This design comes from an exercise in tuning for small area on the open sky130 flow, not from production work.
The RTL was checked by simulation tests, not by an equivalence proof against the original design.

### flow/config.mk
export PLATFORM = sky130hd
export DESIGN_NAME = matrix_datapath
export DESIGN_NICKNAME = matrix_datapath
export VERILOG_FILES = /design/flow/design.v
export SDC_FILE = /design/flow/constraint.sdc
export NUM_CORES = 8
export LEC_CHECK = 0
export CAP_MARGIN = 20
export CORE_MARGIN = 2
export CORE_UTILIZATION = 30
export PLACE_DENSITY = 0.5
export SLEW_MARGIN = 20
### flow/constraint.sdc
create_clock -name core_clock -period 15.0 [get_ports {CLK}]
set_input_delay 3.0000 -clock core_clock [delete_from_list [all_inputs] [get_ports {CLK}]]
set_output_delay 3.0000 -clock core_clock [all_outputs]
set_load 0.01 [all_outputs]
### flow/design.v
module matrix_datapath #(
  parameter int WIDTH_BIT = 1,
  parameter int INDEX_BIT = 3,
  parameter int INSTR_BIT = 8
) (
  input  logic                              CLK,
  input  logic                              RST,
  input  logic                              enable,
  input  logic [31:0]                       instruction,
  output logic                              pc_src,
  output logic [INSTR_BIT-1:0]              jump_addr,
  output logic                              done,
  input  logic [INDEX_BIT-1:0]              dbg_index,
  output logic [(32 << (2*WIDTH_BIT))-1:0]  dbg_data
);
  localparam int WIDTH = 1 << WIDTH_BIT;
  localparam int ELEMS = WIDTH * WIDTH;
  localparam int MW    = 32 * ELEMS;
  localparam int NREG  = 1 << INDEX_BIT;
  localparam int IMM_W = 29 - INDEX_BIT;
  localparam bit R0_ZERO = 1'b0;
  localparam logic [2:0] OP_LDE  = 3'b000;
  localparam logic [2:0] OP_ADD  = 3'b001;
  localparam logic [2:0] OP_SUB  = 3'b010;
  localparam logic [2:0] OP_MUL  = 3'b011;
  localparam logic [2:0] OP_TRN  = 3'b100;
  localparam logic [2:0] OP_LDI  = 3'b101;
  localparam logic [2:0] OP_JMP  = 3'b110;
  localparam logic [2:0] OP_HALT = 3'b111;
  logic [2:0]             op;
  logic [INDEX_BIT-1:0]   d_idx, a_idx, b_idx;
  logic [IMM_W-1:0]       imm;
  logic [2*WIDTH_BIT-1:0] lde_sel;
  assign op      = instruction[31:29];
  assign d_idx   = instruction[28 -: INDEX_BIT];
  assign a_idx   = instruction[28-INDEX_BIT -: INDEX_BIT];
  assign b_idx   = instruction[28-2*INDEX_BIT -: INDEX_BIT];
  assign imm     = instruction[IMM_W-1:0];
  assign lde_sel = instruction[16 +: 2*WIDTH_BIT];
  logic [NREG*MW-1:0] rf;
  logic [MW-1:0]      mat_a, mat_b, mat_d, result;
  logic [MW-1:0]      r_lde, r_add, r_sub, r_mul, r_trn, r_ldi;
  logic               wr_req, wr_en;
  assign mat_a    = (R0_ZERO && a_idx == '0)     ? '0 : rf[a_idx*MW +: MW];
  assign mat_b    = (R0_ZERO && b_idx == '0)     ? '0 : rf[b_idx*MW +: MW];
  assign mat_d    = (R0_ZERO && d_idx == '0)     ? '0 : rf[d_idx*MW +: MW];
  assign dbg_data = (R0_ZERO && dbg_index == '0) ? '0 : rf[dbg_index*MW +: MW];
  for (genvar e = 0; e < ELEMS; e++) begin : g_elem
    assign r_lde[32*e +: 32] = (lde_sel == e) ? {16'h0000, instruction[15:0]} : mat_d[32*e +: 32];
    assign r_add[32*e +: 32] = mat_a[32*e +: 32] + mat_b[32*e +: 32];
    assign r_sub[32*e +: 32] = mat_a[32*e +: 32] - mat_b[32*e +: 32];
    assign r_ldi[32*e +: 32] = {{(32-IMM_W){1'b0}}, imm};
  end
  for (genvar i = 0; i < WIDTH; i++) begin : g_row
    for (genvar j = 0; j < WIDTH; j++) begin : g_col
      logic [31:0] acc;
      always_comb begin
        acc = 32'h0;
        for (int k = 0; k < WIDTH; k++)
          acc = acc + mat_a[32*(i*WIDTH+k) +: 32] * mat_b[32*(k*WIDTH+j) +: 32];
      end
      assign r_mul[32*(i*WIDTH+j) +: 32] = acc;
      assign r_trn[32*(i*WIDTH+j) +: 32] = mat_a[32*(j*WIDTH+i) +: 32];
    end
  end
  always_comb begin
    result = mat_d;
    wr_req = 1'b1;
    case (op)
      OP_LDE:  result = r_lde;
      OP_ADD:  result = r_add;
      OP_SUB:  result = r_sub;
      OP_MUL:  result = r_mul;
      OP_TRN:  result = r_trn;
      OP_LDI:  result = r_ldi;
      default: wr_req = 1'b0;
    endcase
  end
  assign wr_en = enable && wr_req && !(R0_ZERO && d_idx == '0);
  for (genvar r = 0; r < NREG; r++) begin : g_reg
    always_ff @(posedge CLK or posedge RST) begin
      if (RST)
        rf[r*MW +: MW] <= '0;
      else if (wr_en && d_idx == r)
        rf[r*MW +: MW] <= result;
    end
  end
  assign pc_src    = (op == OP_JMP);
  assign done      = (op == OP_HALT);
  assign jump_addr = instruction[INSTR_BIT-1:0];
endmodule
### flow/run.sh
#!/bin/bash
# synth_recipe.tcl (not shown) runs the flow's synth.tcl, then flattens the netlist and writes it again
# the make line also repeats each setting of config.mk as NAME=value (left out here)
make -C /OpenROAD-flow-scripts/flow DESIGN_CONFIG=/design/flow/config.mk WORK_HOME=/design/flow/orfs CLKGATE_MAP_FILE= SYNTH_SCRIPT=/design/flow/synth_recipe.tcl finish
==> summary.txt <==
==> worst max-delay path: cells and delay by family <==
family | cells | cell delay, ns
fa+ha+maj | 11 | 5.26
xor+xnor | 1 | 0.18
buf+inv | 9 | 1.81
compound gates | 10 | 3.03
simple gates | 4 | 1.39
mux | 1 | 0.42
==> Yosys cell counts (all sizes together) (31+ instances only) <==
master  count
nand3      73
a31oi      72
o21a       62
buf       434
a21o      110
a21oi     375
nand2b     75
a221o      32
nand2    3392
o31ai      31
xor2      147
nand4      32
nor2b      53
nor3       79
o21ai     544
mux2      672
a221oi     75
inv      3903
o21bai     37
dfrtp    1024
clkbuf    962
and2      115
o22ai      50
xnor2     610
o221ai     42
mux2i     528
mux4      873
a22oi     109
ha       1150
nor2     2455
fa       3484
==> metrics by stage <==
stage                     hold slack, ns  std cells  worst slack [ns]
after CTS                          0.548      31200             0.794
after global placement             0.522      31000            -0.380
final                              0.548      31300             0.445
after floorplan                    0.488      22000             -2.11
after detailed placement           0.530      31000          -0.00433
after global routing               0.570      31200             0.291
==> per-layer routing <==
layer | global-route usage | vias to the layer above | wire (um)
met3 | 0.0995 | 2243 | 136000
li1 | - | 68900 | -
met4 | 0.187 | 56 | 83700
met1 | 0.437 | 92500 | 456000
met2 | 0.469 | 11200 | 472000
met5 | 0 | - | 370
==> area by class of cell <==
| type | instances | area (um2) | area share |
|---|---|---|---|
| multi-input cells | 15600 | 162000 | 0.704 |
| flip-flops and latches | 1024 | 25600 | 0.111 |
| inverters | 3922 | 14700 | 0.0641 |
| repair buffers | 1288 | 12400 | 0.0541 |
| well taps | 9180 | 11500 | 0.0500 |
| clock buffers | 138 | 2860 | 0.0124 |
| clock inverters | 41 | 666 | 0.00289 |
| diodes | 76 | 190 | 0.000827 |
==> cells by family after synthesis <==
kind of cell	synth area share
AO/OA/AOI/OAI	0.0537
buffers and inverters	0.101
XOR/XNOR	0.0342
flip-flops	0.124
multiplexers	0.157
adder cells (fa/ha/maj)	0.407
AND/OR/NAND/NOR	0.123
==> final timing paths <==
path,depth (start not counted),startpoint,slack [ns],to
worst max-delay path,36,instruction[24],0.45,rf[573]
worst min-delay path,2,rf[116],0.55,rf[116]
worst max register to register,34,rf[545],3.27,rf[573]
worst min register to register,2,rf[116],0.55,rf[116]
max in group asynchronous,5,RST,9.34,rf[615]
min in group asynchronous,2,RST,2.71,rf[896]
==> reports/results.ini <==
[status]
status = timing/DRC/antenna clean

[clock_network]
cts_tree = built
postCtsSetupBuffers = 0
clock-sinks = 1024
htree_levels = 3
cts.clk_slew.worst_paths_ns = 0.07
post_cts_resized = 0
cts_inserted_buffers = 99
ctsLongestPathBuffers = 3
worstSkewPairLatency_ns = 0.80
hold_buffers = 0
root_buffer = clkbuf_16

[yosys]
synth-edff-count = 0
yosysTopAreaCellShare = 0.337
yosysWarnings = 1
ys_ff_latch = 1024
syn_nets = 26600
yosys-top-cells-area = fa_1 (34%), dfrtp_1 (12%), mux4_2 (9.5%)
ys_types = 97
yosysTopAreaCell = fa_1
ys_seq_area_frac = 0.124
syn_inst = 22000
netlist_area_um2 = 207000
synth.avg_cell_area_um2 = 9.41
yosys_most_used_dff = dfrtp_1
synth-async-reset-ratio = 1.00

[cells_and_area]
top_regs = rf (1024)
drive_gt1_frac = 0.143
top_register = rf
stdcell_area_um2 = 230000
n_fill_cell = 71000
fin_util = 0.335
final_cell_mix = inv_1 (3874), fa_1 (3484), nand2_1 (3359)
area_growth_pct = 11.3
largest_reg_flops = 1024
fin_nets = 26600
layout_commonest_cell = inv_1

[sta]
period_needed_ns = 14.55
setup_tns_ns = 0
worst_slew_pin_slew_ns = 1.25
slew_headroom = 0.148
fmax_mhz = 68.7
hold_viol_final = 0
setup_viol = 0
skew_ns = 0.121
slew_violations = 0
rsz0062_at_grt = no
fin_crit_sh = 0.970

[run]
drv_cap = 0

[die]
die_area_um2 = 696000
pin_count = 176
core-area_um2 = 686000
initial_core_util = 0.301
die-height_um = 834
die_x_um = 834
rows = 304

[min_path]
hold_path.class = flop to flop

[drt]
antenna_left = 0
viasPerCell = 5.59
wl_um = 1150000
first_pass_iters = 8
wl_per_cell_um = 36.7
num_vias = 175000
drc = 0
drt_iter0_markers = 23500

[setup_path]
crit_top_cell = fa_1
critical_path_class = primary input to flop
crit_path_end_kind = flop
cp_max_fo = 22
startpoint_type = primary input
critical-path-max-stage-delay_ns = 0.83
cp.required_ns = 15.65
critical-path-slowest-cell = o31ai_2
arrival_ns = 15.21

[global_routing]
grt_pass1_wl_um = 1550000
gr-total-overflow = 0
grt_max_degree = 168
antenna_found_initial = 123
grt_pass1_vias = 176000
grt_use_total = 0.327

[place]
place.gp.congestion = 1.04
place_area_um2 = 226000
dp_hpwl_um = 905000
portBuffers = 175

-- afterwards: timing with drivers on the ports --
Ports are ideal in the flow. The routed layout listed here was re-timed in OpenROAD.
Step 1 assumes that a clkbuf_16 drives the clock port and a buf_2 every other input.
Step 2 times the ports against the registers' clock, not the clock port: input delays grow and output delays shrink by t, the midpoint of the rising clock arrivals with the driver on.
Three values: ideal ports, drivers, drivers and shift; two values: the first two.
t, ns: 0.819
setup WS [ns]: 0.445 / 0.465 / -0.353
slew at the worst register clock pin (ns): 0.10 / 0.10
Met with ideal ports but missed after step 2: setup timing in this run. For this run, drivers alone change the setup slack by +0.020 ns; drivers and shift together by -0.798 ns.
